This is an optimization exercise on Yosys and OpenROAD, whose aim is small area, not a production implementation.
In this exercise RTL edits were held to simulation tests only and were not proved equivalent to the original.
Power is estimated from default activity; no workload was simulated.

==> flow/design.v (excerpt) <==
module matrix_ctrl (
    input  logic            clk,
    input  logic            rstn,
    input  mcu_pkg::inst_t  inst,
    input  logic            inst_valid,
    input  mcu_pkg::data_t  mem_rd_data_0,
    input  mcu_pkg::data_t  mem_rd_data_1,
    input  mcu_pkg::data_t  mem_rd_data_2,
    input  mcu_pkg::data_t  mem_rd_data_3,
    output mcu_pkg::addr_t  mem_addr_0,
    output mcu_pkg::addr_t  mem_addr_1,
    output mcu_pkg::addr_t  mem_addr_2,
    output mcu_pkg::addr_t  mem_addr_3,
    output logic            mem_wr_en_0,
    output logic            mem_wr_en_1,
    output logic            mem_wr_en_2,
    output logic            mem_wr_en_3,
    output mcu_pkg::data_t  a_data,
    output mcu_pkg::data_t  b_data,
    output mcu_pkg::data_t  c_data,
    output logic            macs_en,
    output logic            macs_signal,
    output logic            finish
);
For scale: about 530 I/O pins.
export LEC_CHECK = 0
export CAP_MARGIN = 0
export CELL_PAD_IN_SITES_DETAIL_PLACEMENT = 0
export CELL_PAD_IN_SITES_GLOBAL_PLACEMENT = 1
export CORE_AREA = 25 25 175 175
export CTS_BUF_LIST = sky130_fd_sc_hd__clkbuf_8 sky130_fd_sc_hd__clkbuf_16
export DIE_AREA = 0 0 200 200
export PLACE_DENSITY = 0.5
export SETUP_SLACK_MARGIN = 0
export SLEW_MARGIN = 0
export SYNTH_HIERARCHICAL = 1
create_clock -name core_clock -period 3.5 [get_ports {clk}]
standard.sh (not shown) runs the stock make flow with config.mk's settings and CLKGATE_MAP_FILE= SYNTH_SCRIPT=/design/flow/synth_recipe.tcl, a recipe that flattens the netlist after the stock synthesis.
==> flow/flow/run.sh <==
#!/bin/bash
# Standard ORFS layout with two changes: buf_1 as the port buffer cell, and
# clock tree synthesis without dummy loads.
set -o pipefail
export BUFFER_PORTS_ARGS="-buffer_cell sky130_fd_sc_hd__buf_1"
export CTS_ARGS="-sink_clustering_enable -repair_clock_nets -buf_list sky130_fd_sc_hd__clkbuf_8 -dont_use_dummy_load"
bash standard.sh > standard.log 2>&1
Then changed:
- CELL_PAD_IN_SITES_DETAIL_PLACEMENT: 0 -> 1
Worst hold slack stays flat.
Wire length increases by 4.4%.
Fmax decreases by 1.8%.
Final area stays flat.
Final cell count barely changes.
Critical path depth increases by 10.
Via count increases by 2.9%.
Flip-flop and latch count is unchanged.
Die area is unchanged.
Then changed:
--- a/flow/flow/run.sh
+++ b/flow/flow/run.sh
@@ -6 +6 @@
-export CTS_ARGS="-sink_clustering_enable -repair_clock_nets -buf_list sky130_fd_sc_hd__clkbuf_8 -dont_use_dummy_load"
+export CTS_ARGS="-sink_clustering_enable -repair_clock_nets -buf_list {sky130_fd_sc_hd__clkbuf_8 sky130_fd_sc_hd__clkbuf_16} -dont_use_dummy_load"
- CAP_MARGIN: 0 -> 5
- CORE_AREA: 25 25 175 175 -> 17.5 17.5 167.5 167.5
- DIE_AREA: 0 0 200 200 -> 0 0 185 185
- SETUP_SLACK_MARGIN: 0 -> 0.02
- SLEW_MARGIN: 0 -> 5
What happened:
- global-route usage goes up by 3.6 points
- final cell count barely changes
- synthesized cell count does not change
- wire length is lower by about 5%
Then changed:
==> flow/flow/run.sh (replaced) <==
#!/bin/bash
# Standard ORFS layout with two changes: buf_1 as the port buffer cell, and
# clock tree synthesis options (smaller sink clusters, no dummy loads).
set -o pipefail
export BUFFER_PORTS_ARGS="-buffer_cell sky130_fd_sc_hd__buf_1"
export CTS_ARGS="-sink_clustering_enable -repair_clock_nets -buf_list {sky130_fd_sc_hd__clkbuf_4 sky130_fd_sc_hd__clkbuf_8 sky130_fd_sc_hd__clkbuf_16} -sink_clustering_size 10 -sink_clustering_max_diameter 30 -sink_clustering_levels 1 -dont_use_dummy_load"
bash standard.sh > standard.log 2>&1
- CORE_AREA: 17.5 17.5 167.5 167.5 -> 25 25 175 175
- DIE_AREA: 0 0 185 185 -> 0 0 200 200
Maximum frequency increases by 0.69%.
Power hardly moves.
Non-clock buffer count shrinks by 2.
Clock power barely changes.
Utilization came out lower by 0.23 points.
Critical path depth rises by 6.

## port drivers added, routing unchanged
No port has a modelled driver above. Below, the same layouts with a new extraction and two added sets of constraints. Step 1 sets driving cells, clkbuf_16 on the clock port and buf_2 on the other inputs (assumed; they add their load-dependent delay and slew). Step 2, shift: input delay + t, output delay - t, t = (earliest + latest rising clock arrival at the registers) / 2. This alone moves slack from input paths to output paths. Three values: no drivers, after step 1, after step 2; two values: the first two.
| run | shift t [ns] | slack for setup (ns) | worst setup path at the end |
|---|---|---|---|
| the first run | 0.404 | 0.143 / 0.098 / 0.144 | register to register |
| the second run | 0.411 | 0.080 / 0.080 / 0.080 | register to register |
| the third run | 0.393 | 0.087 / 0.035 / 0.127 | register to register |
| the fourth run | 0.399 | 0.111 / 0.107 / 0.111 | register to register |
After both steps every run listed still meets setup and hold.
